Optimization exercise on an open flow, not production practice. RTL: at most simulated, not proved equivalent. Clock network not from TritonCTS: runs 3 to 5. The clock port is an ideal driver here. Power: default activity.

<file path="flow/flow/run.sh">
#!/bin/bash
# The standard layout, with the smallest buffer on every port and a clock
# tree of smaller buffers without dummy loads. Each tool's output is in the
# ORFS logs under orfs/logs; make's own output is in flow.log.
set -euo pipefail
export BUFFER_PORTS_ARGS="-buffer_cell sky130_fd_sc_hd__buf_1"
export CTS_ARGS="-sink_clustering_enable -repair_clock_nets -dont_use_dummy_load -root_buf sky130_fd_sc_hd__clkbuf_8 -buf_list sky130_fd_sc_hd__clkbuf_8"
bash standard.sh > flow.log 2>&1
</file>
<file path="flow/standard.sh">
#!/bin/bash
# synth_recipe.tcl (not shown) runs the flow's synth.tcl, then flattens the netlist and writes it again
# the make line also repeats each setting of config.mk as NAME=value (left out here)
make -C /OpenROAD-flow-scripts/flow DESIGN_CONFIG=/design/flow/config.mk WORK_HOME=/design/flow/orfs CLKGATE_MAP_FILE= SYNTH_SCRIPT=/design/flow/synth_recipe.tcl "${@:-finish}"
</file>
<file path="flow/config.mk">
export PLATFORM = sky130hd
export DESIGN_NAME = analogizer_top
export DESIGN_NICKNAME = analogizer_top
export VERILOG_FILES = /design/flow/design.v
export SDC_FILE = /design/flow/constraint.sdc
export NUM_CORES = 4
export LEC_CHECK = 0
export CAP_MARGIN = 20
export CORE_MARGIN = 2
export CORE_UTILIZATION = 40
export SLEW_MARGIN = 20
export SYNTH_HIERARCHICAL = 1
</file>
<file path="flow/constraint.sdc">
create_clock -name core_clock -period 10.0 [get_ports {i_clk}]
set_input_delay 2.0000 -clock core_clock [delete_from_list [all_inputs] [get_ports {i_clk}]]
set_output_delay 2.0000 -clock core_clock [all_outputs]
set_load 0.01 [all_outputs]
</file>
<file path="flow/design.v">
`timescale 1ns/1ps
module analogizer_fa (
	input  logic i_a,
	input  logic i_b,
	input  logic i_c,
	output logic o_s,
	output logic o_c
);
	assign o_s = i_a ^ i_b ^ i_c;
	assign o_c = (i_a & i_b) | (i_a & i_c) | (i_b & i_c);
endmodule
module ypbpr_converter (
	input  logic [8:0] i_a,  
	input  logic [8:0] i_b,  
	input  logic [7:0] i_g,
	output logic [5:0] o_y,
	output logic [5:0] o_pb,
	output logic [5:0] o_pr
);
	logic [8:0] na;
	assign na = ~i_a;
	logic [8:0] nb;
	assign nb = ~i_b;
	logic [7:0] ng;
	assign ng = ~i_g;
	logic ys0, yc0;
	analogizer_fa u_y0 (.i_a(i_a[1]), .i_b(nb[1]), .i_c(nb[0]), .o_s(ys0), .o_c(yc0));
	logic ys1, yc1;
	analogizer_fa u_y1 (.i_a(i_a[2]), .i_b(i_a[0]), .i_c(nb[2]), .o_s(ys1), .o_c(yc1));
	logic ys2, yc2;
	analogizer_fa u_y2 (.i_a(i_a[3]), .i_b(i_a[1]), .i_c(i_a[0]), .o_s(ys2), .o_c(yc2));
	logic ys3, yc3;
	analogizer_fa u_y3 (.i_a(i_a[4]), .i_b(i_a[2]), .i_c(i_a[1]), .o_s(ys3), .o_c(yc3));
	logic ys4, yc4;
	analogizer_fa u_y4 (.i_a(i_a[3]), .i_b(i_a[2]), .i_c(nb[5]), .o_s(ys4), .o_c(yc4));
	logic ys5, yc5;
	analogizer_fa u_y5 (.i_a(nb[4]), .i_b(i_b[0]), .i_c(na[5]), .o_s(ys5), .o_c(yc5));
	logic ys6, yc6;
	analogizer_fa u_y6 (.i_a(i_a[6]), .i_b(i_a[4]), .i_c(i_a[3]), .o_s(ys6), .o_c(yc6));
	logic ys7, yc7;
	analogizer_fa u_y7 (.i_a(i_a[0]), .i_b(nb[6]), .i_c(nb[5]), .o_s(ys7), .o_c(yc7));
	logic ys8, yc8;
	analogizer_fa u_y8 (.i_a(i_a[7]), .i_b(i_a[5]), .i_c(i_a[4]), .o_s(ys8), .o_c(yc8));
	logic ys9, yc9;
	analogizer_fa u_y9 (.i_a(i_a[1]), .i_b(nb[7]), .i_c(nb[6]), .o_s(ys9), .o_c(yc9));
	logic ys10, yc10;
	analogizer_fa u_y10 (.i_a(i_g[0]), .i_b(i_a[8]), .i_c(i_a[6]), .o_s(ys10), .o_c(yc10));
	logic ys11, yc11;
	analogizer_fa u_y11 (.i_a(i_a[5]), .i_b(i_a[2]), .i_c(nb[8]), .o_s(ys11), .o_c(yc11));
	logic ys12, yc12;
	analogizer_fa u_y12 (.i_a(i_g[1]), .i_b(i_a[7]), .i_c(i_a[6]), .o_s(ys12), .o_c(yc12));
	logic ys13, yc13;
	analogizer_fa u_y13 (.i_a(i_a[3]), .i_b(nb[8]), .i_c(i_b[4]), .o_s(ys13), .o_c(yc13));
	logic ys14, yc14;
	analogizer_fa u_y14 (.i_a(i_g[2]), .i_b(i_a[8]), .i_c(i_a[7]), .o_s(ys14), .o_c(yc14));
	logic ys15, yc15;
	analogizer_fa u_y15 (.i_a(i_g[3]), .i_b(i_a[8]), .i_c(i_a[5]), .o_s(ys15), .o_c(yc15));
	logic ys16, yc16;
	analogizer_fa u_y16 (.i_a(i_g[4]), .i_b(i_b[7]), .i_c(na[6]), .o_s(ys16), .o_c(yc16));
	logic ys17, yc17;
	analogizer_fa u_y17 (.i_a(i_g[5]), .i_b(i_a[7]), .i_c(i_b[8]), .o_s(ys17), .o_c(yc17));
	logic ys18, yc18;
	analogizer_fa u_y18 (.i_a(yc0), .i_b(ys1), .i_c(nb[1]), .o_s(ys18), .o_c(yc18));
	logic ys19, yc19;
	analogizer_fa u_y19 (.i_a(yc1), .i_b(ys2), .i_c(nb[3]), .o_s(ys19), .o_c(yc19));
	logic ys20, yc20;
	analogizer_fa u_y20 (.i_a(yc2), .i_b(ys3), .i_c(nb[4]), .o_s(ys20), .o_c(yc20));
	logic ys21, yc21;
	analogizer_fa u_y21 (.i_a(yc3), .i_b(ys4), .i_c(ys5), .o_s(ys21), .o_c(yc21));
	logic ys22, yc22;
	analogizer_fa u_y22 (.i_a(yc4), .i_b(yc5), .i_c(ys6), .o_s(ys22), .o_c(yc22));
	logic ys23, yc23;
	analogizer_fa u_y23 (.i_a(ys7), .i_b(i_b[1]), .i_c(i_a[5]), .o_s(ys23), .o_c(yc23));
	logic ys24, yc24;
	analogizer_fa u_y24 (.i_a(yc6), .i_b(yc7), .i_c(ys8), .o_s(ys24), .o_c(yc24));
	logic ys25, yc25;
	analogizer_fa u_y25 (.i_a(yc8), .i_b(yc9), .i_c(ys10), .o_s(ys25), .o_c(yc25));
	logic ys26, yc26;
	analogizer_fa u_y26 (.i_a(ys11), .i_b(nb[7]), .i_c(i_b[3]), .o_s(ys26), .o_c(yc26));
	logic ys27, yc27;
	analogizer_fa u_y27 (.i_a(yc10), .i_b(yc11), .i_c(ys12), .o_s(ys27), .o_c(yc27));
	logic ys28, yc28;
	analogizer_fa u_y28 (.i_a(yc12), .i_b(yc13), .i_c(ys14), .o_s(ys28), .o_c(yc28));
	logic ys29, yc29;
	analogizer_fa u_y29 (.i_a(yc14), .i_b(ys15), .i_c(i_b[6]), .o_s(ys29), .o_c(yc29));
	logic ys30, yc30;
	analogizer_fa u_y30 (.i_a(yc16), .i_b(ys17), .i_c(i_a[6]), .o_s(ys30), .o_c(yc30));
	logic ys31, yc31;
	analogizer_fa u_y31 (.i_a(yc17), .i_b(i_g[6]), .i_c(i_a[8]), .o_s(ys31), .o_c(yc31));
	logic ys32, yc32;
	analogizer_fa u_y32 (.i_a(yc18), .i_b(ys19), .i_c(nb[2]), .o_s(ys32), .o_c(yc32));
	logic ys33, yc33;
	analogizer_fa u_y33 (.i_a(yc19), .i_b(ys20), .i_c(nb[3]), .o_s(ys33), .o_c(yc33));
	logic ys34, yc34;
	analogizer_fa u_y34 (.i_a(yc21), .i_b(ys22), .i_c(ys23), .o_s(ys34), .o_c(yc34));
	logic ys35, yc35;
	analogizer_fa u_y35 (.i_a(yc22), .i_b(yc23), .i_c(ys24), .o_s(ys35), .o_c(yc35));
	logic ys36, yc36;
	analogizer_fa u_y36 (.i_a(yc24), .i_b(ys25), .i_c(ys26), .o_s(ys36), .o_c(yc36));
	logic ys37, yc37;
	analogizer_fa u_y37 (.i_a(yc25), .i_b(yc26), .i_c(ys27), .o_s(ys37), .o_c(yc37));
	logic ys38, yc38;
	analogizer_fa u_y38 (.i_a(yc27), .i_b(ys28), .i_c(i_a[4]), .o_s(ys38), .o_c(yc38));
	logic ys39, yc39;
	analogizer_fa u_y39 (.i_a(yc29), .i_b(yc15), .i_c(ys16), .o_s(ys39), .o_c(yc39));
	logic ys40, yc40;
	analogizer_fa u_y40 (.i_a(yc33), .i_b(yc20), .i_c(ys21), .o_s(ys40), .o_c(yc40));
	logic ys41, yc41;
	analogizer_fa u_y41 (.i_a(yc34), .i_b(ys35), .i_c(ys9), .o_s(ys41), .o_c(yc41));
	logic ys42, yc42;
	analogizer_fa u_y42 (.i_a(yc36), .i_b(ys37), .i_c(ys13), .o_s(ys42), .o_c(yc42));
	logic ys43, yc43;
	analogizer_fa u_y43 (.i_a(yc37), .i_b(ys38), .i_c(i_b[5]), .o_s(ys43), .o_c(yc43));
	logic ys44, yc44;
	analogizer_fa u_y44 (.i_a(yc38), .i_b(yc28), .i_c(ys29), .o_s(ys44), .o_c(yc44));
	logic ys45, yc45;
	analogizer_fa u_y45 (.i_a(yc41), .i_b(yc35), .i_c(ys36), .o_s(ys45), .o_c(yc45));
	wire y0 = i_a[0] & nb[0];
	wire y1 = ys0 & y0;
	wire y2 = ys18 & y1;
	wire y3 = ys32 & y2;
	wire y4 = (yc32 & ys33) | (yc32 & y3) | (ys33 & y3);
	wire y5 = ys40 & y4;
	wire y6 = (yc40 & ys34) | (yc40 & y5) | (ys34 & y5);
	wire y7 = (ys41 & i_b[2]) | (ys41 & y6) | (i_b[2] & y6);
	wire y8 = ys45 & y7;
	wire y9 = (yc45 & ys42) | (yc45 & y8) | (ys42 & y8);
	logic ys46, yc46;
	analogizer_fa u_y46 (.i_a(yc42), .i_b(ys43), .i_c(y9), .o_s(ys46), .o_c(yc46));
	logic ys47, yc47;
	analogizer_fa u_y47 (.i_a(yc43), .i_b(ys44), .i_c(yc46), .o_s(ys47), .o_c(yc47));
	logic ys48, yc48;
	analogizer_fa u_y48 (.i_a(yc44), .i_b(ys39), .i_c(yc47), .o_s(ys48), .o_c(yc48));
	logic ys49, yc49;
	analogizer_fa u_y49 (.i_a(yc39), .i_b(ys30), .i_c(yc48), .o_s(ys49), .o_c(yc49));
	logic ys50, yc50;
	analogizer_fa u_y50 (.i_a(yc30), .i_b(ys31), .i_c(yc49), .o_s(ys50), .o_c(yc50));
	logic ys51, yc51;
	analogizer_fa u_y51 (.i_a(yc31), .i_b(ng[7]), .i_c(yc50), .o_s(ys51), .o_c(yc51));
	assign o_y = {ys51, ys50, ys49, ys48, ys47, ys46};
	logic pbs0, pbc0;
	analogizer_fa u_pb0 (.i_a(i_a[4]), .i_b(i_a[2]), .i_c(i_a[0]), .o_s(pbs0), .o_c(pbc0));
	logic pbs1, pbc1;
	analogizer_fa u_pb1 (.i_a(i_a[5]), .i_b(i_a[3]), .i_c(i_a[1]), .o_s(pbs1), .o_c(pbc1));
	logic pbs2, pbc2;
	analogizer_fa u_pb2 (.i_a(i_a[4]), .i_b(i_a[2]), .i_c(na[0]), .o_s(pbs2), .o_c(pbc2));
	logic pbs3, pbc3;
	analogizer_fa u_pb3 (.i_a(i_a[7]), .i_b(i_a[5]), .i_c(i_a[3]), .o_s(pbs3), .o_c(pbc3));
	logic pbs4, pbc4;
	analogizer_fa u_pb4 (.i_a(na[1]), .i_b(i_a[6]), .i_c(nb[0]), .o_s(pbs4), .o_c(pbc4));
	logic pbs5, pbc5;
	analogizer_fa u_pb5 (.i_a(i_a[8]), .i_b(i_a[6]), .i_c(i_a[4]), .o_s(pbs5), .o_c(pbc5));
	logic pbs6, pbc6;
	analogizer_fa u_pb6 (.i_a(na[2]), .i_b(i_b[0]), .i_c(nb[1]), .o_s(pbs6), .o_c(pbc6));
	logic pbs7, pbc7;
	analogizer_fa u_pb7 (.i_a(i_a[7]), .i_b(i_a[5]), .i_c(na[3]), .o_s(pbs7), .o_c(pbc7));
	logic pbs8, pbc8;
	analogizer_fa u_pb8 (.i_a(i_b[3]), .i_b(i_a[8]), .i_c(i_a[6]), .o_s(pbs8), .o_c(pbc8));
	logic pbs9, pbc9;
	analogizer_fa u_pb9 (.i_a(i_a[7]), .i_b(na[5]), .i_c(nb[4]), .o_s(pbs9), .o_c(pbc9));
	logic pbs10, pbc10;
	analogizer_fa u_pb10 (.i_a(i_b[5]), .i_b(i_a[8]), .i_c(na[6]), .o_s(pbs10), .o_c(pbc10));
	logic pbs11, pbc11;
	analogizer_fa u_pb11 (.i_a(i_b[7]), .i_b(na[8]), .i_c(i_b[6]), .o_s(pbs11), .o_c(pbc11));
	logic pbs12, pbc12;
	analogizer_fa u_pb12 (.i_a(pbc1), .i_b(pbs2), .i_c(na[6]), .o_s(pbs12), .o_c(pbc12));
	logic pbs13, pbc13;
	analogizer_fa u_pb13 (.i_a(pbc2), .i_b(pbs3), .i_c(pbs4), .o_s(pbs13), .o_c(pbc13));
	logic pbs14, pbc14;
	analogizer_fa u_pb14 (.i_a(pbc3), .i_b(pbc4), .i_c(pbs5), .o_s(pbs14), .o_c(pbc14));
	logic pbs15, pbc15;
	analogizer_fa u_pb15 (.i_a(pbc5), .i_b(pbc6), .i_c(pbs7), .o_s(pbs15), .o_c(pbc15));
	logic pbs16, pbc16;
	analogizer_fa u_pb16 (.i_a(pbc7), .i_b(pbs8), .i_c(na[4]), .o_s(pbs16), .o_c(pbc16));
	logic pbs17, pbc17;
	analogizer_fa u_pb17 (.i_a(pbc9), .i_b(pbs10), .i_c(i_b[4]), .o_s(pbs17), .o_c(pbc17));
	logic pbs18, pbc18;
	analogizer_fa u_pb18 (.i_a(pbc10), .i_b(na[7]), .i_c(nb[6]), .o_s(pbs18), .o_c(pbc18));
	logic pbs19, pbc19;
	analogizer_fa u_pb19 (.i_a(pbc13), .i_b(pbs14), .i_c(pbs6), .o_s(pbs19), .o_c(pbc19));
	logic pbs20, pbc20;
	analogizer_fa u_pb20 (.i_a(pbc14), .i_b(pbs15), .i_c(i_b[1]), .o_s(pbs20), .o_c(pbc20));
	logic pbs21, pbc21;
	analogizer_fa u_pb21 (.i_a(pbc15), .i_b(pbs16), .i_c(i_b[2]), .o_s(pbs21), .o_c(pbc21));
	logic pbs22, pbc22;
	analogizer_fa u_pb22 (.i_a(pbc16), .i_b(pbc8), .i_c(pbs9), .o_s(pbs22), .o_c(pbc22));
	logic pbs23, pbc23;
	analogizer_fa u_pb23 (.i_a(pbc19), .i_b(pbs20), .i_c(nb[2]), .o_s(pbs23), .o_c(pbc23));
	logic pbs24, pbc24;
	analogizer_fa u_pb24 (.i_a(pbc23), .i_b(pbc20), .i_c(pbs21), .o_s(pbs24), .o_c(pbc24));
	logic pbs25, pbc25;
	analogizer_fa u_pb25 (.i_a(pbc24), .i_b(pbc21), .i_c(pbs22), .o_s(pbs25), .o_c(pbc25));
	logic pbs26, pbc26;
	analogizer_fa u_pb26 (.i_a(pbc25), .i_b(pbc22), .i_c(pbs17), .o_s(pbs26), .o_c(pbc26));
	logic pbs27, pbc27;
	analogizer_fa u_pb27 (.i_a(pbc26), .i_b(pbc17), .i_c(pbs18), .o_s(pbs27), .o_c(pbc27));
	logic pbs28, pbc28;
	analogizer_fa u_pb28 (.i_a(pbc27), .i_b(pbc18), .i_c(pbs11), .o_s(pbs28), .o_c(pbc28));
	logic pbs29, pbc29;
	analogizer_fa u_pb29 (.i_a(pbc28), .i_b(pbc11), .i_c(nb[8]), .o_s(pbs29), .o_c(pbc29));
	wire pb0 = i_a[2] & i_a[0];
	wire pb1 = (i_a[3] & i_a[1]) | (i_a[3] & pb0) | (i_a[1] & pb0);
	wire pb2 = pbs0 & pb1;
	wire pb3 = (pbc0 & pbs1) | (pbc0 & pb2) | (pbs1 & pb2);
	wire pb4 = pbs12 & pb3;
	wire pb5 = (pbc12 & pbs13) | (pbc12 & pb4) | (pbs13 & pb4);
	wire pb6 = pbs19 & pb5;
	wire pb7 = pbs23 & pb6;
	wire pb8 = pbs24 ^ pb7;
	wire pb9 = pbs24 & pb7;
	wire pb10 = pbs25 ^ pb9;
	wire pb11 = pbs25 & pb9;
	wire pb12 = pbs26 ^ pb11;
	wire pb13 = pbs26 & pb11;
	wire pb14 = pbs27 ^ pb13;
	wire pb15 = pbs27 & pb13;
	wire pb16 = pbs28 ^ pb15;
	wire pb17 = pbs28 & pb15;
	wire pb18 = pbs29 ^ pb17;
	assign o_pb = {pb18, pb16, pb14, pb12, pb10, pb8};
	logic prs0, prc0;
	analogizer_fa u_pr0 (.i_a(nb[4]), .i_b(nb[2]), .i_c(nb[0]), .o_s(prs0), .o_c(prc0));
	logic prs1, prc1;
	analogizer_fa u_pr1 (.i_a(nb[5]), .i_b(nb[3]), .i_c(nb[1]), .o_s(prs1), .o_c(prc1));
	logic prs2, prc2;
	analogizer_fa u_pr2 (.i_a(nb[6]), .i_b(nb[4]), .i_c(nb[2]), .o_s(prs2), .o_c(prc2));
	logic prs3, prc3;
	analogizer_fa u_pr3 (.i_a(i_a[0]), .i_b(nb[7]), .i_c(nb[5]), .o_s(prs3), .o_c(prc3));
	logic prs4, prc4;
	analogizer_fa u_pr4 (.i_a(nb[8]), .i_b(nb[6]), .i_c(nb[4]), .o_s(prs4), .o_c(prc4));
	logic prs5, prc5;
	analogizer_fa u_pr5 (.i_a(nb[7]), .i_b(nb[5]), .i_c(i_a[1]), .o_s(prs5), .o_c(prc5));
	logic prs6, prc6;
	analogizer_fa u_pr6 (.i_a(i_a[3]), .i_b(nb[8]), .i_c(nb[6]), .o_s(prs6), .o_c(prc6));
	logic prs7, prc7;
	analogizer_fa u_pr7 (.i_a(i_a[5]), .i_b(nb[8]), .i_c(i_a[4]), .o_s(prs7), .o_c(prc7));
	logic prs8, prc8;
	analogizer_fa u_pr8 (.i_a(prc2), .i_b(prs3), .i_c(nb[3]), .o_s(prs8), .o_c(prc8));
	logic prs9, prc9;
	analogizer_fa u_pr9 (.i_a(prc3), .i_b(prs4), .i_c(na[1]), .o_s(prs9), .o_c(prc9));
	logic prs10, prc10;
	analogizer_fa u_pr10 (.i_a(prc4), .i_b(prs5), .i_c(na[2]), .o_s(prs10), .o_c(prc10));
	logic prs11, prc11;
	analogizer_fa u_pr11 (.i_a(prc5), .i_b(prs6), .i_c(i_a[2]), .o_s(prs11), .o_c(prc11));
	logic prs12, prc12;
	analogizer_fa u_pr12 (.i_a(prc6), .i_b(nb[7]), .i_c(na[4]), .o_s(prs12), .o_c(prc12));
	wire pr0 = nb[2] & nb[0];
	wire pr1 = (nb[3] & nb[1]) | (nb[3] & pr0) | (nb[1] & pr0);
	wire pr2 = prs0 & pr1;
	wire pr3 = (prc0 & prs1) | (prc0 & pr2) | (prs1 & pr2);
	wire pr4 = (prc1 & prs2) | (prc1 & pr3) | (prs2 & pr3);
	wire pr5 = prs8 & pr4;
	wire pr6 = (prc8 & prs9) | (prc8 & pr5) | (prs9 & pr5);
	wire pr7 = (prc9 & prs10) | (prc9 & pr6) | (prs10 & pr6);
	logic prs13, prc13;
	analogizer_fa u_pr13 (.i_a(prc10), .i_b(prs11), .i_c(pr7), .o_s(prs13), .o_c(prc13));
	logic prs14, prc14;
	analogizer_fa u_pr14 (.i_a(prc11), .i_b(prs12), .i_c(prc13), .o_s(prs14), .o_c(prc14));
	logic prs15, prc15;
	analogizer_fa u_pr15 (.i_a(prc12), .i_b(prs7), .i_c(prc14), .o_s(prs15), .o_c(prc15));
	logic prs16, prc16;
	analogizer_fa u_pr16 (.i_a(prc7), .i_b(na[6]), .i_c(prc15), .o_s(prs16), .o_c(prc16));
	logic prs17, prc17;
	analogizer_fa u_pr17 (.i_a(i_a[6]), .i_b(na[7]), .i_c(prc16), .o_s(prs17), .o_c(prc17));
	logic prs18, prc18;
	analogizer_fa u_pr18 (.i_a(i_a[7]), .i_b(na[8]), .i_c(prc17), .o_s(prs18), .o_c(prc18));
	assign o_pr = {prs18, prs17, prs16, prs15, prs14, prs13};
endmodule
`timescale 1ns/1ps
module analogizer_top (
	input  logic       i_clk,
	input  logic       i_rst,
	input  logic       i_ena,
	input  logic [1:0] i_video_mode,
	input  logic [7:0] i_r,
	input  logic [7:0] i_g,
	input  logic [7:0] i_b,
	input  logic       i_hsync,
	input  logic       i_vsync,
	input  logic       i_csync,
	input  logic       i_blank_n,
	input  logic       i_ce_pix,
	input  logic       i_poll_req,
	input  logic [7:4] i_bank0_in,
	output logic       o_poll_ack,
	output logic       o_busy,
	output logic [15:0] o_p1_buttons,
	output logic [15:0] o_p2_buttons,
	output logic [7:0] o_bank1_out,
	output logic [7:0] o_bank2_out,
	output logic [7:0] o_bank3_out,
	output logic       o_bank1_dir,
	output logic       o_bank2_dir,
	output logic       o_bank3_dir
);
	logic m0, m2, m3;
	logic [7:0] r_in, g_in, b_in, g_sub;
	logic [8:0] a_in, b_diff, a_c, b_c;
	assign m0 = i_video_mode == 2'd0;
	assign m2 = i_video_mode == 2'd2;
	assign m3 = i_video_mode == 2'd3;
	assign r_in  = (i_blank_n && !m3) ? i_r : 8'd0;
	assign g_in  = (i_blank_n && !m3) ? i_g : 8'd0;
	assign b_in  = m3 ? 8'hff : (i_blank_n ? i_b : 8'd0);
	assign g_sub = m2 ? ~g_in : 8'h00;
	assign a_c[0] = m2;
	assign b_c[0] = 1'b0;
	genvar gi;
	generate
		for (gi = 0; gi < 8; gi++) begin : g_sub_ripple
			analogizer_fa u_fa_a (.i_a(r_in[gi]), .i_b(g_sub[gi]), .i_c(a_c[gi]), .o_s(a_in[gi]), .o_c(a_c[gi + 1]));
			analogizer_fa u_fa_b (.i_a(b_in[gi]), .i_b(g_sub[gi]), .i_c(b_c[gi]), .o_s(b_diff[gi]), .o_c(b_c[gi + 1]));
		end
	endgenerate
	assign a_in[8]   = a_c[8];
	assign b_diff[8] = b_c[8];
	logic [8:0] s1_a, s1_b;
	logic [7:0] s1_g;
	logic s1_m2, s1_hs, s1_vs, s1_bl, s1_pix;
	always_ff @(posedge i_clk) begin
		s1_a   <= a_in;
		s1_b   <= b_diff;
		s1_g   <= g_in;
		s1_m2  <= m2;
		s1_hs  <= m0 ? i_csync : (m3 ? i_hsync : 1'b1);
		s1_vs  <= m0 ? 1'b1 : (m3 ? i_vsync : i_csync);
		s1_bl  <= i_blank_n || m2;
		s1_pix <= i_ce_pix;
	end
	logic [5:0] y6, pb6, pr6;
	ypbpr_converter u_ypbpr (
		.i_a(s1_a), .i_b(s1_b), .i_g(s1_g),
		.o_y(y6), .o_pb(pb6), .o_pr(pr6)
	);
	logic [5:0] s2_r_n, s2_g_n, s2_b_n;
	logic s2_hs, s2_vs, s2_bl, s2_pix;
	logic rst_q, rst_seen;
	always_ff @(posedge i_clk) begin
		s2_r_n <= ~(s1_m2 ? pr6 : s1_a[7:2]);
		s2_g_n <= ~(s1_m2 ? y6  : s1_g[7:2]);
		s2_b_n <= ~(s1_m2 ? pb6 : s1_b[7:2]);
		s2_hs  <= s1_hs;
		s2_vs  <= s1_vs;
		s2_bl  <= s1_bl;
		s2_pix <= s1_pix;
		rst_q    <= i_rst;
		rst_seen <= i_rst || rst_q;
	end
	logic [7:0] step;
	logic idle, done, busy, in_bits, sample, snac_latch, snac_pad_clk;
	logic [16:0] ring1, ring2;
	assign idle    = &step;
	assign done    = step == 8'd136;
	assign busy    = !step[7] || (step[6:3] == 4'd0);
	assign in_bits = busy && (step[7:3] != 5'd0);
	assign sample  = in_bits && (step[2:0] == 3'd3);
	assign snac_latch   = step[7:3] == 5'd0;
	assign snac_pad_clk = in_bits && step[2];
	assign o_poll_ack   = done;
	assign o_busy       = busy;
	always_ff @(posedge i_clk) begin
		if (i_rst)
			step <= 8'hff;
		else if (busy || (idle && i_poll_req))
			step <= step + 8'd1;
		else if (done && !i_poll_req)
			step <= 8'hff;
	end
	always_ff @(posedge i_clk) begin
		ring1 <= {ring1[15:0], sample ? ~i_bank0_in[6] : ring1[16]};
		ring2 <= {ring2[15:0], sample ? ~i_bank0_in[5] : ring2[16]};
	end
	always_ff @(posedge i_clk) begin
		if (i_rst) begin
			o_p1_buttons <= '0;
			o_p2_buttons <= '0;
		end else if (step == 8'd135) begin
			for (int k = 0; k < 16; k++) begin
				o_p1_buttons[k] <= ring1[(123 - 8 * k) % 17];
				o_p2_buttons[k] <= ring2[(123 - 8 * k) % 17];
			end
		end
	end
	logic pins_on, pins_next, vid_on;
	assign pins_next = !i_rst && i_ena;
	assign vid_on    = pins_next && !rst_seen;
	always_ff @(posedge i_clk) begin
		pins_on <= pins_next;
		o_bank3_out <= {~(s2_r_n | {6{!vid_on}}), s2_hs & vid_on, pins_next & (rst_seen | s2_vs)};
		o_bank2_out <= {~(s2_b_n[0] | !vid_on), s2_bl & vid_on, ~(s2_g_n | {6{!vid_on}})};
		o_bank1_out <= {snac_pad_clk & pins_next, snac_latch & pins_next, s2_pix & vid_on, ~(s2_b_n[5:1] | {5{!vid_on}})};
	end
	assign o_bank1_dir = pins_on;
	assign o_bank2_dir = pins_on;
	assign o_bank3_dir = pins_on;
endmodule
</file>
==> results of run 1 <==
==> registers in the layout (all words and copies together), names as in the netlist, 6 cells and up <==
name and flops:
s1_g 8, o_bank2_out 8, o_p2_buttons 16, ring1 17
s1_a 9, s2_b_n 6, s2_g_n 6, o_p1_buttons 16
ring2 17, s1_b 9, s2_r_n 6, o_bank1_out 8
o_bank3_out 8, step 8
==> cells in the final DEF, fill, tap and decap left out, types with 6 or more instances in the layout <==
cell type and n:
nand2_1 83, o21ai_0 6, mux2i_1 19, clkbuf_8 17, dfxtp_1 154, buf_1 96
fa_1 117, a31oi_1 6, nor3_1 6, inv_1 32, nand3_1 6, nor2_1 39
a21oi_1 41, ha_1 10, and3_1 18
==> how the worst max path moves through the flow <==
stage	cells past startpoint	from	endpoint	slack (ns)
6_report	15	s1_a[5]$_DFF_P_	s2_g_n[5]$_DFF_P_	3.58
5_1_grt	15	s1_a[5]$_DFF_P_	s2_g_n[5]$_DFF_P_	3.31
4_1_cts	15	s1_a[5]$_DFF_P_	s2_g_n[5]$_DFF_P_	3.49
3_5_place_dp	15	s1_a[5]$_DFF_P_	s2_g_n[5]$_DFF_P_	3.49
3_3_place_gp	15	s1_a[5]$_DFF_P_	s2_g_n[5]$_DFF_P_	3.60
2_1_floorplan	16	s1_a[5]$_DFF_P_	s2_g_n[5]$_DFF_P_	3.89
==> cells by family after synthesis <==
logic type               synth area share, %
other                                 0.0505
adder cells (fa/ha/maj)                 33.5
flip-flops                              41.5
AO/OA/AOI/OAI                           6.04
AND/OR/NAND/NOR                         10.9
buffers and inverters                   5.26
multiplexers                            2.56
XOR/XNOR                               0.118
==> cell type report <==
cell class / count / area [sq um]
Clock buffer: 17 / 234
Fill cell: 1684 / 10000
Inverter: 32 / 120
Multi-Input combinational cell: 396 / 3950
Sequential cell: 154 / 3080
Tap cell: 229 / 287
Timing Repair Buffer: 99 / 380
==> power groups by stage <==
| stage | registers [mW] | logic (mW) | clock network [mW] |
|---|---|---|---|
| 2_1_floorplan | 0.780 | 1.14 | 0 |
| 4_1_cts | 0.799 | 1.10 | 0.346 |
| 3_5_place_dp | 0.812 | 1.09 | 0 |
| 3_3_place_gp | 0.810 | 1.03 | 0 |
| 5_1_grt | 0.815 | 1.26 | 0.372 |
| 6_report | 0.797 | 1.08 | 0.335 |
==> Yosys stat by module (local to each module, per instance) <==
module | area [sq um] | copies in the design | cells
analogizer_fa | 20.0 | 117 | 1
analogizer_top | 4600 | 1 | 434
ypbpr_converter | 482 | 1 | 73
==> per-layer routing <==
layer	track usage, %	wire length [um]
met5	0	0
met1	20.8	6690
met4	4.73	239
met2	25.3	6560
met3	3.76	604
==> worst max-delay path, stage by stage, from the launching register on <==
cell and delay, ns:
dfxtp_1 0.73, inv_1 0.22, fa_1 0.44, fa_1 0.46
fa_1 0.50, fa_1 0.47, fa_1 0.47, o211a_1 0.16
maj3_2 0.31, fa_1 0.38, fa_1 0.39, fa_1 0.39
fa_1 0.39, fa_1 0.39, fa_1 0.48, mux2i_1 0.07
==> per-stage QoR <==
| stage | power (mW) | setup slack, ns | hold WS [ns] |
|---|---|---|---|
| after floorplan | 1.92 | 3.89 | 0.310 |
| after global placement | 1.84 | 3.60 | 0.311 |
| after detailed placement | 1.90 | 3.49 | 0.314 |
| after CTS | 2.24 | 3.49 | 0.325 |
| after global routing | 2.44 | 3.31 | 0.331 |
| final | 2.21 | 3.58 | 0.322 |
==> impl_metrics.csv, run 1 <==
group,metric,value,unit
die,rows,49,
timing,tightestPinTransition,1.13,ns
detailed_routing,final_antenna_net_count,0,
hold_path,min_to,"ring1[7]$_DFF_P_",
critical_path,reg2reg_to,"s2_g_n[5]$_DFF_P_",
timing,period_minus_slack,6.42,ns
clocking,clockBufferDepth,2,
hold_path,min_path_cells,0,
finish,final_area,8050,sq um
placed_design,placed_cell_area,7820,sq um
clocking,root_buffer,"clkbuf_8",
die,core,18100,sq um
power_and_ir_drop,internal-power,1.38,mW
synthesis,synth_top_area_share,41.5,%
critical_path,crit_required,10.26,ns
clocking,clock-sinks,154,
synthesis,synth.cell_area,7420,sq um
finish,area_growth,8.51,%
timing,rsz0062_at_grt,"no",
timing,finalHoldViolCount,0,
timing,setup_viol_count_final,0,
synthesis,synth_edf_count,0,
grt,antenna_found_initial,0,
die,start_util,41.0,%
clocking,postCtsSetupRepairBufs,0,
synthesis,yosysTopAreaCell,"dfxtp_1",
die,die_w,140,um
detailed_routing,drc,0,
synthesis,synth.most_common_cell,"dfxtp_1",
timing,slew_headroom,24.5,%
synthesis,synth_fp_nets,790,
timing,max_freq,156,MHz
critical_path,cp-end-kind,"flop",
synthesis,synthTopCellsByCount,"dfxtp_1 (154), fa_1 (117), nand2_1 (83), a21oi_1 (41), nor2_1 (39)",
hold_path,min_from,"ring1[6]$_DFF_P_",
detailed_routing,vias,4513,
hold_path,holdCritPathClass,"flop to flop",
synthesis,yosys_warnings,7,
critical_path,r2r_cells,15,
synthesis,async_flop_share,0,%
power_and_ir_drop,pwr-share-seq,36.1,%
finish,drive_gt1_share,4.44,%
timing,skew,0.0379,ns
critical_path,path_class,"flop to flop",
clocking,cts-resized-gates,0,
clocking,clk_pin_slew,0.09,ns
clocking,clock_latency,0.45,ns
synthesis,synth_area_per_cell,11.9,sq um
detailed_routing,drt_first_pass_iters,4,
critical_path,start_kind,"flop",
detailed_routing,wirelength,14.1,mm
timing,timing.final.crit_share,64.2,%
placed_design,portBuffers,97,
detailed_routing,via_per_inst,4.87,
power_and_ir_drop,p_switching,827,uW
finish,final_net_count,866,
finish,fin_cells,927,
timing,setup_tns,0,ns
synthesis,ys_seq_elements,154,
grt,grt_remaining_overflow,0,
grt,grt_pass1_wl,24.2,mm
critical_path,arrival,6.68,ns
finish,utilization,44.5,%
die,die_y,140,um
run_status,outcome,"timing/DRC/antenna clean",
synthesis,synth_cell_types,51,
clocking,cts_tree,"built",
grt,grt_usage,15.6,%
run,drv_cap,0,
detailed_routing,avgRoutedWirePerCell,15.2,um
critical_path,cp_max_fo,10,
critical_path,reg2reg_slack,3.58,ns
finish,antennaDiodeCount,0,
synthesis,synth_cells,624,
power_and_ir_drop,power.density,274,nW/um^2
clocking,numCtsBuffers,17,
grt,grt_max_degree,43,
synthesis,synthFlopType,"dfxtp_1",
placed_design,gp_congestion,0.815,
power_and_ir_drop,clkPwrFrac,15.2,%
clocking,htreeDepth,4,
placed_design,placed_cells,910,
power_and_ir_drop,comb_power_share,48.8,%
critical_path,r2r-start,"s1_a[5]$_DFF_P_",
synthesis,synth.area.top_cells,"dfxtp_1 (42%), fa_1 (32%), nand2_1 (4.2%)",
die,ios,100,
power_and_ir_drop,ir_drop,0.118,mV
detailed_routing,drt_iter0_drc,249,
timing,final_max_slew_viol_count,0,
die,dieArea,19700,sq um
power_and_ir_drop,sw_frac_of_total,37.4,%
placed_design,dp_hpwl,11.0,mm
grt,grt_pass1_vias,4979,
clocking,cts-hold-fix-buffers,0,
power_and_ir_drop,p_leak,3.24,nW
synthesis,ys_seq_area_share,41.5,%
==> run 2, diff against run 1 <==
==> flow/flow/run.sh (replaced) <==
#!/bin/bash
# The standard layout, with the smallest buffer on every port and a clock
# tree of smaller buffers without dummy loads. Each tool's output is in the
# ORFS logs under orfs/logs; make's own output is in flow.log.
set -euo pipefail
export BUFFER_PORTS_ARGS="-buffer_cell sky130_fd_sc_hd__buf_1"
export CTS_ARGS="-sink_clustering_enable -repair_clock_nets -dont_use_dummy_load -root_buf sky130_fd_sc_hd__clkbuf_8 -buf_list sky130_fd_sc_hd__clkbuf_8 -sink_clustering_size 40 -sink_clustering_max_diameter 300"
bash standard.sh > flow.log 2>&1
==> run 2 against run 1 <==
Effect of this change: highest routed layer unchanged; routed wire length unchanged; global-route usage did not move; hold slack unchanged; largest power group unchanged; sequential power about the same; die area is the same; non-clock buffer count unchanged; combinational power about the same; maximum frequency unchanged; count of clock-buffer cells in the layout stayed put; clock power is essentially flat; clock skew unchanged.
==> impl_metrics.csv, run 2 <==
group,metric,value,unit
finish,ff_latch_area,3080,sq um
critical_path,crit_required,10.26,ns
finish,drive_gt1_share,4.44,%
finish,top_regs,"ring1 x17, ring2 x17",
finish,area_growth,8.51,%
power_and_ir_drop,power.density,274,nW/um^2
grt,antenna_found_initial,0,
finish,multi_input_area,3950,sq um
grt,grt_pass1_vias,4979,
hold_path,holdCritPathClass,"flop to flop",
die,rows,49,
finish,mostFrequentLayoutCell,"dfxtp_1",
synthesis,synth.cell_area,7420,sq um
run_status,outcome,"timing/DRC/antenna clean",
grt,grt_max_degree,43,
die,start_util,41.0,%
timing,max_freq,156,MHz
critical_path,reg2reg_slack,3.58,ns
clocking,clock-sinks,154,
timing,period_minus_slack,6.42,ns
power_and_ir_drop,ir_drop,0.118,mV
finish,antennaDiodeCount,0,
timing,skew,0.0379,ns
timing,tightestPinTransition,1.13,ns
die,die_w,140,um
synthesis,synthFlopType,"dfxtp_1",
die,die_y,140,um
timing,finalHoldViolCount,0,
timing,final_max_slew_viol_count,0,
hold_path,min_path_cells,0,
synthesis,yosysTopAreaCell,"dfxtp_1",
timing,setup_tns,0,ns
finish,final_net_count,866,
clocking,cts-hold-fix-buffers,0,
detailed_routing,wirelength,14.1,mm
clocking,cts-resized-gates,0,
synthesis,synth_area_per_cell,11.9,sq um
clocking,postCtsSetupRepairBufs,0,
detailed_routing,vias,4513,
finish,final_area,8050,sq um
detailed_routing,drt_first_pass_iters,4,
run,drv_cap,0,
grt,grt_usage,15.6,%
critical_path,cp-end-kind,"flop",
detailed_routing,drt_iter0_drc,249,
detailed_routing,avgRoutedWirePerCell,15.2,um
synthesis,ys_seq_elements,154,
clocking,htreeDepth,4,
synthesis,synth_cell_types,51,
critical_path,path_class,"flop to flop",
synthesis,synth.most_common_cell,"dfxtp_1",
grt,grt_pass1_wl,24.2,mm
placed_design,dp_hpwl,11.0,mm
synthesis,synth_fp_nets,790,
critical_path,r2r-start,"s1_a[5]$_DFF_P_",
grt,grt_remaining_overflow,0,
timing,setup_viol_count_final,0,
finish,layout_common_cells,"dfxtp_1 (154), fa_1 (117), buf_1 (96)",
placed_design,placed_cell_area,7820,sq um
detailed_routing,drc,0,
critical_path,cp_max_fo,10,
timing,timing.final.crit_share,64.2,%
placed_design,portBuffers,97,
timing,rsz0062_at_grt,"no",
synthesis,synth.area.top_cells,"dfxtp_1 (42%), fa_1 (32%), nand2_1 (4.2%)",
detailed_routing,via_per_inst,4.87,
die,dieArea,19700,sq um
synthesis,yosys_warnings,7,
synthesis,synthTopCellsByCount,"dfxtp_1 (154), fa_1 (117), nand2_1 (83), a21oi_1 (41), nor2_1 (39)",
clocking,clk_pin_slew,0.09,ns
placed_design,gp_congestion,0.815,
critical_path,reg2reg_to,"s2_g_n[5]$_DFF_P_",
clocking,cts_tree,"built",
synthesis,async_flop_share,0,%
clocking,clock_latency,0.45,ns
hold_path,min_from,"ring1[6]$_DFF_P_",
critical_path,r2r_cells,15,
power_and_ir_drop,p_leak,3.24,nW
synthesis,synth_edf_count,0,
synthesis,synth_top_area_share,41.5,%
synthesis,ys_seq_area_share,41.5,%
die,ios,100,
critical_path,arrival,6.68,ns
die,core,18100,sq um
timing,slew_headroom,24.5,%
clocking,root_buffer,"clkbuf_8",
synthesis,synth_cells,624,
critical_path,start_kind,"flop",
detailed_routing,final_antenna_net_count,0,
finish,fillers,1684,
finish,utilization,44.5,%
hold_path,min_to,"ring1[7]$_DFF_P_",
clocking,numCtsBuffers,17,
clocking,clockBufferDepth,2,
run 2: cell counts after synthesis:
Identical to the previous run, type by type.
run 2: worst max-delay path: stages, from the launching register on:
cell	delay, ns
dfxtp_1	0.73
inv_1	0.22
fa_1	0.44
fa_1	0.46
fa_1	0.50
fa_1	0.47
fa_1	0.47
o211a_1	0.16
maj3_2	0.31
fa_1	0.38
fa_1	0.39
fa_1	0.39
fa_1	0.39
fa_1	0.39
fa_1	0.48
mux2i_1	0.07
run 2: kinds of logic after synthesis:
group | Yosys count | share of synthesized area [%]
simple gates | 175 | 10.9
flops | 154 | 41.5
fa+ha+maj | 129 | 33.5
buf+inv | 74 | 5.26
compound gates | 71 | 6.04
mux | 19 | 2.56
other cells | 1 | 0.0505
xor+xnor | 1 | 0.118
run 2: worst max-delay path by stage:
stage | start | to | slack, ns | depth (start not counted)
2_1_floorplan | s1_a[5]$_DFF_P_ | s2_g_n[5]$_DFF_P_ | 3.89 | 16
3_3_place_gp | s1_a[5]$_DFF_P_ | s2_g_n[5]$_DFF_P_ | 3.60 | 15
3_5_place_dp | s1_a[5]$_DFF_P_ | s2_g_n[5]$_DFF_P_ | 3.49 | 15
4_1_cts | s1_a[5]$_DFF_P_ | s2_g_n[5]$_DFF_P_ | 3.49 | 15
5_1_grt | s1_a[5]$_DFF_P_ | s2_g_n[5]$_DFF_P_ | 3.31 | 15
6_report | s1_a[5]$_DFF_P_ | s2_g_n[5]$_DFF_P_ | 3.58 | 15
run 2: stage by stage:
step | hold WS (ns) | worst slack [ns] | cells | total power [mW]
2_1_floorplan | 0.310 | 3.89 | 624 | 1.92
3_3_place_gp | 0.311 | 3.60 | 910 | 1.84
3_5_place_dp | 0.314 | 3.49 | 910 | 1.90
4_1_cts | 0.325 | 3.49 | 927 | 2.24
5_1_grt | 0.331 | 3.31 | 927 | 2.44
6_report | 0.322 | 3.58 | 927 | 2.21
run 2: modules after synthesis (local to each module, per instance):
module,times used,cells inside,cell area [sq um]
analogizer_top,1,434,4600
ypbpr_converter,1,73,482
analogizer_fa,117,1,20.0
run 2: final cells by class:
cell class / count / share of cell area (%)
clock buffer: 17 / 2.91
inverter: 32 / 1.49
multi-input combinational: 396 / 49.0
timing repair buffer: 99 / 4.72
tap: 229 / 3.56
sequential: 154 / 38.3
run 2: metal layers:
metal  share of wire, %  wire [um]  global-route usage, %  up-vias
li1                   -          -                      -     2134
met1                 47       6690                   20.8     2248
met2                 47       6560                   25.3      112
met3                4.3        604                   3.76       19
met4                1.7        239                   4.73        0
met5                  0          0                      0        -
run 2: power by group:
part	switching (mW)	internal [mW]	total, mW
Combinational	0.553	0.524	1.08
Sequential	0.0888	0.708	0.797
Clock	0.185	0.150	0.335
==> run 3, diff against run 2 <==
==> flow/flow/run.sh (replaced) <==
#!/bin/bash
# The standard layout, with the smallest buffer on every port and a clock
# tree built by hand (flow/manual_cts.tcl) in place of TritonCTS. Each tool's
# output is in the ORFS logs under orfs/logs; make's own output is in flow.log.
set -euo pipefail
export BUFFER_PORTS_ARGS="-buffer_cell sky130_fd_sc_hd__buf_1"
export PRE_CTS_TCL="$PWD/flow/manual_cts.tcl"
export CLK_TREE_N=6
export CLK_ROOT_BUF=sky130_fd_sc_hd__clkbuf_8
export CLK_TREE_BUF=sky130_fd_sc_hd__clkbuf_16
bash standard.sh > flow.log 2>&1
==> flow/flow/manual_cts.tcl (new file) <==
# Hand-built clock tree: the clock port drives a root buffer (CLK_ROOT_BUF), or
# with none the leaf buffers directly; CLK_TREE_N leaf buffers (CLK_TREE_BUF)
# each drive one balanced cluster of the clock sinks (recursive median
# bisection of the placed sinks). TritonCTS is then skipped.
set ntree [expr {[info exists ::env(CLK_TREE_N)] ? $::env(CLK_TREE_N) : 4}]
set bufname [expr {[info exists ::env(CLK_TREE_BUF)] ? $::env(CLK_TREE_BUF) : "sky130_fd_sc_hd__clkbuf_16"}]

set block [ord::get_db_block]
set db [ord::get_db]
set clk [$block findNet i_clk]
set master [$db findMaster $bufname]

set sinks {}
foreach it [$clk getITerms] {
  set inst [$it getInst]
  set loc [$inst getLocation]
  lappend sinks [list [lindex $loc 0] [lindex $loc 1] $it]
}
puts "manual clock tree: [llength $sinks] sinks, $ntree x $bufname"

proc split_sinks { items n axis } {
  if { $n <= 1 } { return [list $items] }
  set sorted [lsort -integer -index $axis $items]
  set n1 [expr {$n / 2}]
  set k [expr {([llength $sorted] * $n1) / $n}]
  set a [lrange $sorted 0 [expr {$k - 1}]]
  set b [lrange $sorted $k end]
  set next [expr {1 - $axis}]
  return [concat [split_sinks $a $n1 $next] [split_sinks $b [expr {$n - $n1}] $next]]
}

set clusters [split_sinks $sinks $ntree 0]
set src $clk
if { [info exists ::env(CLK_ROOT_BUF)] && $::env(CLK_ROOT_BUF) != "" } {
  set root [odb::dbInst_create $block [$db findMaster $::env(CLK_ROOT_BUF)] "clkbuf_manual_root"]
  set src [odb::dbNet_create $block "clknet_manual_root"]
  $src setSigType CLOCK
  [$root findITerm A] connect $clk
  [$root findITerm X] connect $src
  set sx 0; set sy 0
  foreach s $sinks { incr sx [lindex $s 0]; incr sy [lindex $s 1] }
  $root setLocation [expr {$sx / [llength $sinks]}] [expr {$sy / [llength $sinks]}]
  $root setPlacementStatus PLACED
  puts "  root buffer $::env(CLK_ROOT_BUF)"
}
set i 0
foreach cl $clusters {
  set sx 0; set sy 0
  foreach s $cl { incr sx [lindex $s 0]; incr sy [lindex $s 1] }
  set cx [expr {$sx / [llength $cl]}]
  set cy [expr {$sy / [llength $cl]}]
  set buf [odb::dbInst_create $block $master "clkbuf_manual_$i"]
  set net [odb::dbNet_create $block "clknet_manual_$i"]
  $net setSigType CLOCK
  [$buf findITerm A] connect $src
  [$buf findITerm X] connect $net
  foreach s $cl {
    set it [lindex $s 2]
    $it disconnect
    $it connect $net
  }
  $buf setLocation $cx $cy
  $buf setPlacementStatus PLACED
  puts "  cluster $i: [llength $cl] sinks, buffer at $cx $cy"
  incr i
}

set_propagated_clock [all_clocks]

proc clock_tree_synthesis { args } {
  puts "clock_tree_synthesis skipped: the clock tree was built by hand"
}
==> run 3 against run 2 <==
Effect of this change: clock skew shrank 0.030 ns; critical path type unchanged; sequential power is essentially flat; sequential share of layout area is 0.34 points higher; routed wire length is 1.3% lower; register-to-register slack about the same; final area is 0.87% lower; hold slack gained 0.012 ns; largest power group unchanged; synthesized cell count unchanged; global-route usage is 0.99 points lower; first-iteration DRC count shrank 2.4%; die area stayed put; area after synthesis unchanged.
==> impl_metrics.csv, run 3 <==
group,metric,value,unit
synthesis,synthFlopType,"dfxtp_1",
power_and_ir_drop,power.density,271,nW/um^2
die,die_y,140,um
detailed_routing,vias,4435,
die,ios,100,
power_and_ir_drop,sw_frac_of_total,37.6,%
synthesis,synth.area.top_cells,"dfxtp_1 (42%), fa_1 (32%), nand2_1 (4.2%)",
critical_path,slowest_stage,"dfxtp_1",
die,core,18100,sq um
detailed_routing,wirelength,13.9,mm
detailed_routing,final_antenna_net_count,0,
grt,grt_usage,14.6,%
timing,setup_tns,0,ns
synthesis,yosysTopAreaCell,"dfxtp_1",
placed_design,gp_congestion,0.815,
hold_path,holdCritPathClass,"flop to flop",
timing,final_max_slew_viol_count,0,
timing,timing.final.crit_share,64.4,%
detailed_routing,drt_first_pass_iters,4,
timing,slew_headroom,24.8,%
critical_path,path_class,"flop to flop",
timing,tightestPinTransition,1.13,ns
finish,drive_gt1_share,3.05,%
grt,grt_pass1_wl,23.9,mm
synthesis,ys_seq_area_share,41.5,%
synthesis,synthTopCellsByCount,"dfxtp_1 (154), fa_1 (117), nand2_1 (83), a21oi_1 (41), nor2_1 (39)",
synthesis,yosys_warnings,7,
synthesis,synth_area_per_cell,11.9,sq um
finish,top_regs,"ring1 x17, ring2 x17",
critical_path,critical_path.top_delay_family,"adder cells",
timing,rsz0062_at_grt,"no",
clocking,clock_latency,0.40,ns
power_and_ir_drop,pwr-share-seq,36.8,%
synthesis,synth.most_common_cell,"dfxtp_1",
critical_path,start_kind,"flop",
critical_path,cp_max_fo,10,
critical_path,arrival,6.68,ns
clocking,postCtsSetupRepairBufs,0,
critical_path,crit_required,10.24,ns
clocking,cts-resized-gates,0,
synthesis,synth_edf_count,0,
placed_design,pre_cts_ws,3.49,ns
detailed_routing,drt_iter0_drc,243,
critical_path,cpPeakStageDelay,0.75,ns
synthesis,synth_cell_types,51,
power_and_ir_drop,comb_power_share,49.9,%
timing,setup_viol_count_final,0,
critical_path,crit_chain,"inv_1 > fa_1 > fa_1 > fa_1 > fa_1 > fa_1 > o211a_1 > maj3_2 > fa_1 > fa_1 > fa_1 > fa_1 > fa_1 > fa_1 > mux2i_1",
synthesis,synth_fp_nets,790,
critical_path,cp.buffers_inverters,1,
detailed_routing,via_per_inst,4.84,
placed_design,portBuffers,97,
clocking,cts-hold-fix-buffers,0,
critical_path,cpMostUsedCell,"fa_1",
grt,grt_pass1_vias,4894,
finish,antennaDiodeCount,0,
power_and_ir_drop,p_switching,813,uW
synthesis,synth.cell_area,7420,sq um
clocking,clk_pin_slew,0.09,ns
power_and_ir_drop,internal-power,1.35,mW
finish,layout_common_cells,"dfxtp_1 (154), fa_1 (117), buf_1 (96)",
run_status,outcome,"timing/DRC/antenna clean",
die,rows,49,
timing,max_freq,155,MHz
detailed_routing,avgRoutedWirePerCell,15.2,um
synthesis,ys_seq_elements,154,
synthesis,synth_cells,624,
power_and_ir_drop,p_leak,3.20,nW
critical_path,cp-end-kind,"flop",
finish,area_growth,7.57,%
power_and_ir_drop,clkPwrFrac,13.3,%
timing,setup_ws,3.56,ns
grt,grt_remaining_overflow,0,
grt,grt_max_degree,43,
timing,finalHoldViolCount,0,
placed_design,dp_hpwl,11.0,mm
timing,skew,0.00805,ns
run,drv_cap,0,
finish,final_net_count,856,
die,die_w,140,um
timing,period_minus_slack,6.44,ns
finish,mostFrequentLayoutCell,"dfxtp_1",
synthesis,async_flop_share,0,%
die,dieArea,19700,sq um
grt,antenna_found_initial,0,
finish,utilization,44.1,%
detailed_routing,drc,0,
die,start_util,41.0,%
synthesis,synth_top_area_share,41.5,%
power_and_ir_drop,ir_drop,0.120,mV
==> run 3: modules after synthesis, one instance, submodules excluded <==
module	cells inside	flops+latches
analogizer_top	434	154
analogizer_fa	1	0
ypbpr_converter	73	0
==> run 3: worst paths after layout <==
path                     startpoint                 to  slack [ns]  cells past startpoint
setup / recovery    s1_a[5]$_DFF_P_  s2_g_n[5]$_DFF_P_        3.56                     15
hold / removal    ring1[12]$_DFF_P_  ring1[13]$_DFF_P_        0.33                      0
setup reg to reg    s1_a[5]$_DFF_P_  s2_g_n[5]$_DFF_P_        3.56                     15
hold reg to reg   ring1[12]$_DFF_P_  ring1[13]$_DFF_P_        0.33                      0
==> run 3: per-layer routing <==
metal	track usage [%]	part of all wire (%)
met4	1.59	1.5
met1	20.5	47
met3	1.74	4.1
met2	25.2	47
met5	0	0
==> run 3: cell type report <==
class | count | area [sq um]
Inverter | 32 | 120
Sequential cell | 154 | 3080
Fill cell | 1687 | 10100
Tap cell | 229 | 287
Timing Repair Buffer | 99 | 380
Buffer | 7 | 164
Multi-Input combinational cell | 396 | 3950
==> run 3: stage by stage <==
step,hold WS [ns],power (mW),std cells,area [sq um]
after detailed placement,0.314,1.90,910,7820
after global routing,0.342,2.39,917,7980
final,0.334,2.16,917,7980
after CTS,0.337,2.20,917,7980
after global placement,0.311,1.84,910,7820
after floorplan,0.310,1.92,624,7420
==> run 3: cell families (layout without fill, tap and decap cells) <==
logic type / after synthesis / after routing / share of synthesized area (%)
buffers and inverters: 74 / 138 / 5.26
other: 1 / 1 / 0.0505
AO/OA/AOI/OAI: 71 / 71 / 6.04
adder cells (fa/ha/maj): 129 / 129 / 33.5
multiplexers: 19 / 19 / 2.56
XOR/XNOR: 1 / 1 / 0.118
AND/OR/NAND/NOR: 175 / 175 / 10.9
flip-flops: 154 / 154 / 41.5
==> run 3: worst register-to-register path: stages (launching register included) <==
cell and delay, ns:
dfxtp_1 0.75, inv_1 0.22, fa_1 0.44, fa_1 0.46
fa_1 0.50, fa_1 0.47, fa_1 0.47, o211a_1 0.16
maj3_2 0.32, fa_1 0.38, fa_1 0.38, fa_1 0.39
fa_1 0.39, fa_1 0.39, fa_1 0.48, mux2i_1 0.08
==> run 3: power by group through the flow <==
stage	Combinational [mW]	Sequential, mW	Clock (mW)
floorplan	1.14	0.780	0
finish	1.08	0.797	0.287
global placement	1.03	0.810	0
global route	1.26	0.814	0.321
detailed placement	1.09	0.812	0
CTS	1.10	0.798	0.300
==> run 4, diff against run 3 <==
--- a/flow/flow/run.sh
+++ b/flow/flow/run.sh
@@ -5,7 +5,7 @@
 set -euo pipefail
 export BUFFER_PORTS_ARGS="-buffer_cell sky130_fd_sc_hd__buf_1"
 export PRE_CTS_TCL="$PWD/flow/manual_cts.tcl"
-export CLK_TREE_N=6
+export CLK_TREE_N=10
 export CLK_ROOT_BUF=sky130_fd_sc_hd__clkbuf_8
-export CLK_TREE_BUF=sky130_fd_sc_hd__clkbuf_16
+export CLK_TREE_BUF=sky130_fd_sc_hd__clkbuf_8
 bash standard.sh > flow.log 2>&1
==> run 4 against run 3 <==
Effect of this change: still clean on timing, DRC and antenna; sequential power about the same; clock power down 4%; critical path depth unchanged; cell count up 0.44%; critical path type unchanged; maximum frequency up 0.10%; flip-flop and latch count unchanged; worst setup slack better by 0.0067 ns; sequential share of layout area up 0.061 points; via count up 0.11%; final area down 0.16%; largest cell class unchanged.
==> impl_metrics.csv, run 4 <==
group,metric,value,unit
synthesis,synthFlopType,"dfxtp_1",
power_and_ir_drop,power.density,270,nW/um^2
critical_path,arrival,6.69,ns
critical_path,cpPeakStageDelay,0.74,ns
synthesis,synthTopCellsByCount,"dfxtp_1 (154), fa_1 (117), nand2_1 (83), a21oi_1 (41), nor2_1 (39)",
placed_design,pre_cts_ws,3.49,ns
detailed_routing,via_per_inst,4.82,
synthesis,yosysTopAreaCell,"dfxtp_1",
synthesis,synth_fp_nets,790,
critical_path,critPathLaunch,"s1_a[5]$_DFF_P_",
die,die_w,140,um
critical_path,cpMostUsedCell,"fa_1",
finish,layout_common_cells,"dfxtp_1 (154), fa_1 (117), buf_1 (96)",
critical_path,cp_max_fo,10,
detailed_routing,final_antenna_net_count,0,
synthesis,ys_seq_area_share,41.5,%
detailed_routing,drc,0,
run_status,outcome,"timing/DRC/antenna clean",
critical_path,path_class,"flop to flop",
timing,timing.final.crit_share,64.3,%
die,ios,100,
grt,use_met2,25.2,%
timing,slew_headroom,25.2,%
grt,grt_remaining_overflow,0,
critical_path,r2r_cells,15,
critical_path,reg2reg_slack,3.57,ns
die,rows,49,
critical_path,crit_end,"s2_g_n[5]$_DFF_P_",
critical_path,cp.buffers_inverters,1,
timing,setup_tns,0,ns
detailed_routing,avgRoutedWirePerCell,15.3,um
synthesis,synth_edf_count,0,
synthesis,async_flop_share,0,%
grt,use_met1,20.5,%
clocking,clk_pin_slew,0.09,ns
clocking,postCtsSetupRepairBufs,0,
critical_path,reg2reg_to,"s2_g_n[5]$_DFF_P_",
timing,finalHoldViolCount,0,
hold_path,holdCritPathClass,"flop to flop",
finish,area_growth,7.40,%
timing,period_minus_slack,6.43,ns
die,die_y,140,um
critical_path,cp-end-kind,"flop",
timing,skew,0.0109,ns
detailed_routing,vias,4440,
grt,grt_pass1_wl,24.1,mm
grt,grt_usage,14.7,%
placed_design,portBuffers,97,
critical_path,critical_path.top_delay_family,"adder cells",
power_and_ir_drop,p_leak,3.20,nW
placed_design,gp_congestion,0.815,
critical_path,crit_chain,"inv_1 > fa_1 > fa_1 > fa_1 > fa_1 > fa_1 > o211a_1 > maj3_2 > fa_1 > fa_1 > fa_1 > fa_1 > fa_1 > fa_1 > mux2i_1",
timing,final_max_slew_viol_count,0,
run,drv_cap,0,
die,core,18100,sq um
finish,final_net_count,860,
clocking,cts-resized-gates,0,
detailed_routing,drt_iter0_drc,195,
synthesis,synth.cell_area,7420,sq um
clocking,clock_latency,0.42,ns
timing,tightestPinTransition,1.12,ns
critical_path,slowest_stage,"dfxtp_1",
critical_path,crit_required,10.26,ns
finish,drive_gt1_share,3.61,%
detailed_routing,drt_first_pass_iters,4,
synthesis,synth.most_common_cell,"dfxtp_1",
timing,rsz0062_at_grt,"no",
synthesis,synth.area.top_cells,"dfxtp_1 (42%), fa_1 (32%), nand2_1 (4.2%)",
grt,grt_pass1_vias,4937,
synthesis,synth_top_area_share,41.5,%
timing,max_freq,155,MHz
critical_path,start_kind,"flop",
synthesis,synth_cells,624,
timing,setup_viol_count_final,0,
synthesis,synth_cell_types,51,
finish,top_regs,"ring1 x17, ring2 x17",
synthesis,synth_area_per_cell,11.9,sq um
critical_path,r2r-start,"s1_a[5]$_DFF_P_",
critical_path,cp.depth,15,
finish,mostFrequentLayoutCell,"dfxtp_1",
grt,met3_usage,1.57,%
power_and_ir_drop,ir_drop,0.120,mV
grt,grt_max_degree,43,
grt,grt-busiest-layer,"met2",
die,start_util,41.0,%
clocking,cts-hold-fix-buffers,0,
synthesis,ys_seq_elements,154,
finish,antennaDiodeCount,0,
detailed_routing,wirelength,14.1,mm
timing,setup_ws,3.57,ns
placed_design,dp_hpwl,11.0,mm
grt,antenna_found_initial,0,
synthesis,yosys_warnings,7,
die,dieArea,19700,sq um
[run 4: cell type report]
class	count	area, sq um
well taps	229	287
repair buffers	99	380
fillers	1693	10100
multi-input cells	396	3950
inverters	32	120
plain buffers	11	151
flip-flops and latches	154	3080
[run 4: metal layers]
metal | share of wire, % | vias up
met2 | 47 | 100
met4 | 2.2 | 0
met1 | 46 | 2193
met5 | 0 | -
met3 | 4.4 | 23
li1 | - | 2124
[run 4: worst min-delay path by stage]
stage | start | end | slack, ns | depth (start not counted)
final | ring1[12]$_DFF_P_ | ring1[13]$_DFF_P_ | 0.33 | 0
after global routing | s1_bl$_DFF_P_ | s2_bl$_DFF_P_ | 0.34 | 0
after detailed placement | ring1[12]$_DFF_P_ | ring1[13]$_DFF_P_ | 0.31 | 0
after floorplan | ring1[12]$_DFF_P_ | ring1[13]$_DFF_P_ | 0.31 | 0
after global placement | ring1[12]$_DFF_P_ | ring1[13]$_DFF_P_ | 0.31 | 0
after CTS | ring1[12]$_DFF_P_ | ring1[13]$_DFF_P_ | 0.34 | 0
[run 4: modules after synthesis, one instance, submodules excluded]
module,times used,area [sq um]
analogizer_top,1,4600
ypbpr_converter,1,482
analogizer_fa,117,20.0
[run 4: cell families after synthesis]
| family | count (synthesis) | synth area share (%) |
|---|---|---|
| fa+ha+maj | 129 | 33.5 |
| compound gates | 71 | 6.04 |
| other cells | 1 | 0.0505 |
| buf+inv | 74 | 5.26 |
| flops | 154 | 41.5 |
| mux | 19 | 2.56 |
| xor+xnor | 1 | 0.118 |
| simple gates | 175 | 10.9 |
[run 4: report_power, final]
group	switching [mW]	internal [mW]
Combinational	0.553	0.524
Sequential	0.0889	0.708
Clock	0.176	0.0988
Total	0.818	1.33
[run 4: per-stage QoR]
| step | hold slack [ns] | utilization (%) | cell area, sq um | power, mW | instances |
|---|---|---|---|---|---|
| after global placement | 0.311 | 43.2 | 7820 | 1.84 | 910 |
| after CTS | 0.337 | 44.1 | 7970 | 2.18 | 921 |
| after floorplan | 0.310 | - | 7420 | 1.92 | 624 |
| after global routing | 0.339 | 44.1 | 7970 | 2.38 | 921 |
| final | 0.333 | 44.1 | 7970 | 2.15 | 921 |
| after detailed placement | 0.314 | 43.2 | 7820 | 1.90 | 910 |
==> run 5, diff against run 4 <==
--- a/flow/flow/run.sh
+++ b/flow/flow/run.sh
@@ -5,7 +5,7 @@
 set -euo pipefail
 export BUFFER_PORTS_ARGS="-buffer_cell sky130_fd_sc_hd__buf_1"
 export PRE_CTS_TCL="$PWD/flow/manual_cts.tcl"
-export CLK_TREE_N=10
+export CLK_TREE_N=8
 export CLK_ROOT_BUF=sky130_fd_sc_hd__clkbuf_8
 export CLK_TREE_BUF=sky130_fd_sc_hd__clkbuf_8
 bash standard.sh > flow.log 2>&1
==> run 5 against run 4 <==
Effect of this change: sequential power about the same; worst setup slack worse by 0.023 ns; cell count down 0.22%; area after synthesis unchanged; hold slack better by 0.0045 ns; combinational power about the same; global-route usage down 0.074 points.
==> impl_metrics.csv, run 5 <==
group,metric,value,unit
synthesis,synthMuxAreaShare,2.56,%
synthesis,synth.cell_area,7420,sq um
finish,top_regs,"ring1 x17, ring2 x17",
synthesis,yosys_warnings,7,
critical_path,cp_max_fo,10,
die,start_util,41.0,%
critical_path,crit_end,"s2_g_n[5]$_DFF_P_",
critical_path,path_class,"flop to flop",
timing,final_max_slew_viol_count,0,
critical_path,cpMostUsedCell,"fa_1",
clocking,clk_pin_slew,0.11,ns
critical_path,reg2reg_to,"s2_g_n[5]$_DFF_P_",
timing,rsz0062_at_grt,"no",
power_and_ir_drop,p_leak,3.18,nW
detailed_routing,drc,0,
synthesis,synthXorXnorAreaFrac,0.118,%
clocking,clock_latency,0.41,ns
die,ios,100,
synthesis,synthSimpleGateAreaFrac,10.9,%
finish,layout_common_cells,"dfxtp_1 (154), fa_1 (117), buf_1 (96)",
run,drv_cap,0,
timing,tightestPinTransition,1.14,ns
synthesis,ys_seq_elements,154,
grt,grt_remaining_overflow,0,
critical_path,slowest_stage,"dfxtp_1",
timing,finalHoldViolCount,0,
detailed_routing,vias,4420,
detailed_routing,met3_length,618,um
finish,area_growth,7.03,%
critical_path,critPathLaunch,"s1_a[5]$_DFF_P_",
critical_path,r2r_cells,15,
finish,mostFrequentLayoutCell,"dfxtp_1",
timing,setup_tns,0,ns
clocking,cts-hold-fix-buffers,0,
grt,grt_pass1_vias,4912,
clocking,postCtsSetupRepairBufs,0,
critical_path,arrival,6.69,ns
hold_path,holdCritPathClass,"flop to flop",
die,die_y,140,um
synthesis,synth_top_family_by_area,"adder cells",
detailed_routing,wirelength,14.0,mm
timing,timing.final.crit_share,64.5,%
detailed_routing,top_layer,"met4",
synthesis,synth_compound_area_share,6.04,%
critical_path,r2r-start,"s1_a[5]$_DFF_P_",
die,rows,49,
critical_path,crit_chain,"inv_1 > fa_1 > fa_1 > fa_1 > fa_1 > fa_1 > o211a_1 > maj3_2 > fa_1 > fa_1 > fa_1 > fa_1 > fa_1 > fa_1 > mux2i_1",
timing,setup_viol_count_final,0,
detailed_routing,drt_iter0_drc,236,
detailed_routing,m1WireLength,6.57,mm
synthesis,yosysTopAreaCell,"dfxtp_1",
synthesis,async_flop_share,0,%
grt,grt_usage,14.6,%
placed_design,gp_congestion,0.815,
die,core,18100,sq um
die,die_w,140,um
finish,final_net_count,858,
critical_path,cpPeakStageDelay,0.75,ns
synthesis,synthTopCellsByCount,"dfxtp_1 (154), fa_1 (117), nand2_1 (83), a21oi_1 (41), nor2_1 (39)",
synthesis,ys_seq_area_share,41.5,%
synthesis,synth_cells,624,
placed_design,portBuffers,97,
critical_path,crit_required,10.24,ns
timing,period_minus_slack,6.45,ns
critical_path,start_kind,"flop",
synthesis,synth_fp_nets,790,
timing,max_freq,155,MHz
grt,antenna_found_initial,0,
synthesis,synth_top_area_share,41.5,%
run_status,outcome,"timing/DRC/antenna clean",
synthesis,synth_fa_ha_area_share,33.5,%
die,dieArea,19700,sq um
detailed_routing,final_antenna_net_count,0,
synthesis,synth.area.top_cells,"dfxtp_1 (42%), fa_1 (32%), nand2_1 (4.2%)",
timing,hold_ws,0.337,ns
detailed_routing,avgRoutedWirePerCell,15.3,um
critical_path,cp-end-kind,"flop",
detailed_routing,via_per_inst,4.81,
finish,antennaDiodeCount,0,
synthesis,synth.most_common_cell,"dfxtp_1",
placed_design,dp_hpwl,11.0,mm
clocking,cts-resized-gates,0,
finish,drive_gt1_share,3.33,%
power_and_ir_drop,ir_drop,0.120,mV
detailed_routing,met2_length,6.62,mm
detailed_routing,drt_first_pass_iters,4,
grt,grt_pass1_wl,24.0,mm
timing,skew,0.0168,ns
power_and_ir_drop,power.density,268,nW/um^2
synthesis,synth_edf_count,0,
synthesis,synth_cell_types,51,
grt,grt_max_degree,43,
synthesis,synthFlopType,"dfxtp_1",
synthesis,synth_area_per_cell,11.9,sq um
timing,slew_headroom,23.9,%
critical_path,reg2reg_slack,3.55,ns
[run 5: how the worst min path moves through the flow]
stage	from	slack [ns]	depth (start not counted)	endpoint
after global placement	ring1[12]$_DFF_P_	0.31	0	ring1[13]$_DFF_P_
after global routing	s1_hs$_DFF_P_	0.35	0	s2_hs$_DFF_P_
final	s1_hs$_DFF_P_	0.34	0	s2_hs$_DFF_P_
after detailed placement	ring1[12]$_DFF_P_	0.31	0	ring1[13]$_DFF_P_
after CTS	ring2[12]$_DFF_P_	0.34	0	ring2[13]$_DFF_P_
after floorplan	ring1[12]$_DFF_P_	0.31	0	ring1[13]$_DFF_P_
[run 5: per-layer routing]
metal | up-vias | track usage [%]
li1 | 2117 | -
met1 | 2190 | 20.3
met3 | 15 | 1.57
met2 | 98 | 25.5
met4 | 0 | 2.18
met5 | - | 0
[run 5: layout make-up]
type | instances | area [sq um]
timing repair buffer | 99 | 380
buffer | 9 | 124
sequential | 154 | 3080
multi-input combinational | 396 | 3950
fill | 1700 | 10100
tap | 229 | 287
inverter | 32 | 120
[run 5: cell families (layout without fill, tap and decap cells)]
logic type	after synthesis	after routing
compound gates	71	71
simple gates	175	175
mux	19	19
other cells	1	1
buf+inv	74	140
xor+xnor	1	1
fa+ha+maj	129	129
flops	154	154
[run 5: Yosys stat by module, one instance, submodules excluded]
module	times used	area, sq um	flip-flops and latches	cells inside
analogizer_fa	117	20.0	0	1
analogizer_top	1	4600	154	434
ypbpr_converter	1	482	0	73
[run 5: metrics by stage]
| step | std cells | setup slack (ns) | power (mW) | area, sq um | util [%] |
|---|---|---|---|---|---|
| 2_1_floorplan | 624 | 3.89 | 1.92 | 7420 | - |
| 3_3_place_gp | 910 | 3.60 | 1.84 | 7820 | 43.2 |
| 3_5_place_dp | 910 | 3.49 | 1.90 | 7820 | 43.2 |
| 4_1_cts | 919 | 3.48 | 2.16 | 7940 | 43.9 |
| 5_1_grt | 919 | 3.30 | 2.36 | 7940 | 43.9 |
| 6_report | 919 | 3.55 | 2.13 | 7940 | 43.9 |
[run 5: where the power goes]
group	total [mW]	internal (mW)	leakage, nW	switching [mW]
clock	0.254	0.0821	0.0647	0.172
combinational	1.08	0.525	1.85	0.554
sequential	0.797	0.708	1.27	0.0890
total	2.13	1.32	3.18	0.815
[run 5: worst max-delay path, delay by kind of cell, from the launching register on]
| family | cells | cell delay (ns) |
|---|---|---|
| buf+inv | 1 | 0.22 |
| fa+ha+maj | 12 | 5.07 |
| flops | 1 | 0.75 |
| mux | 1 | 0.07 |
| compound gates | 1 | 0.16 |
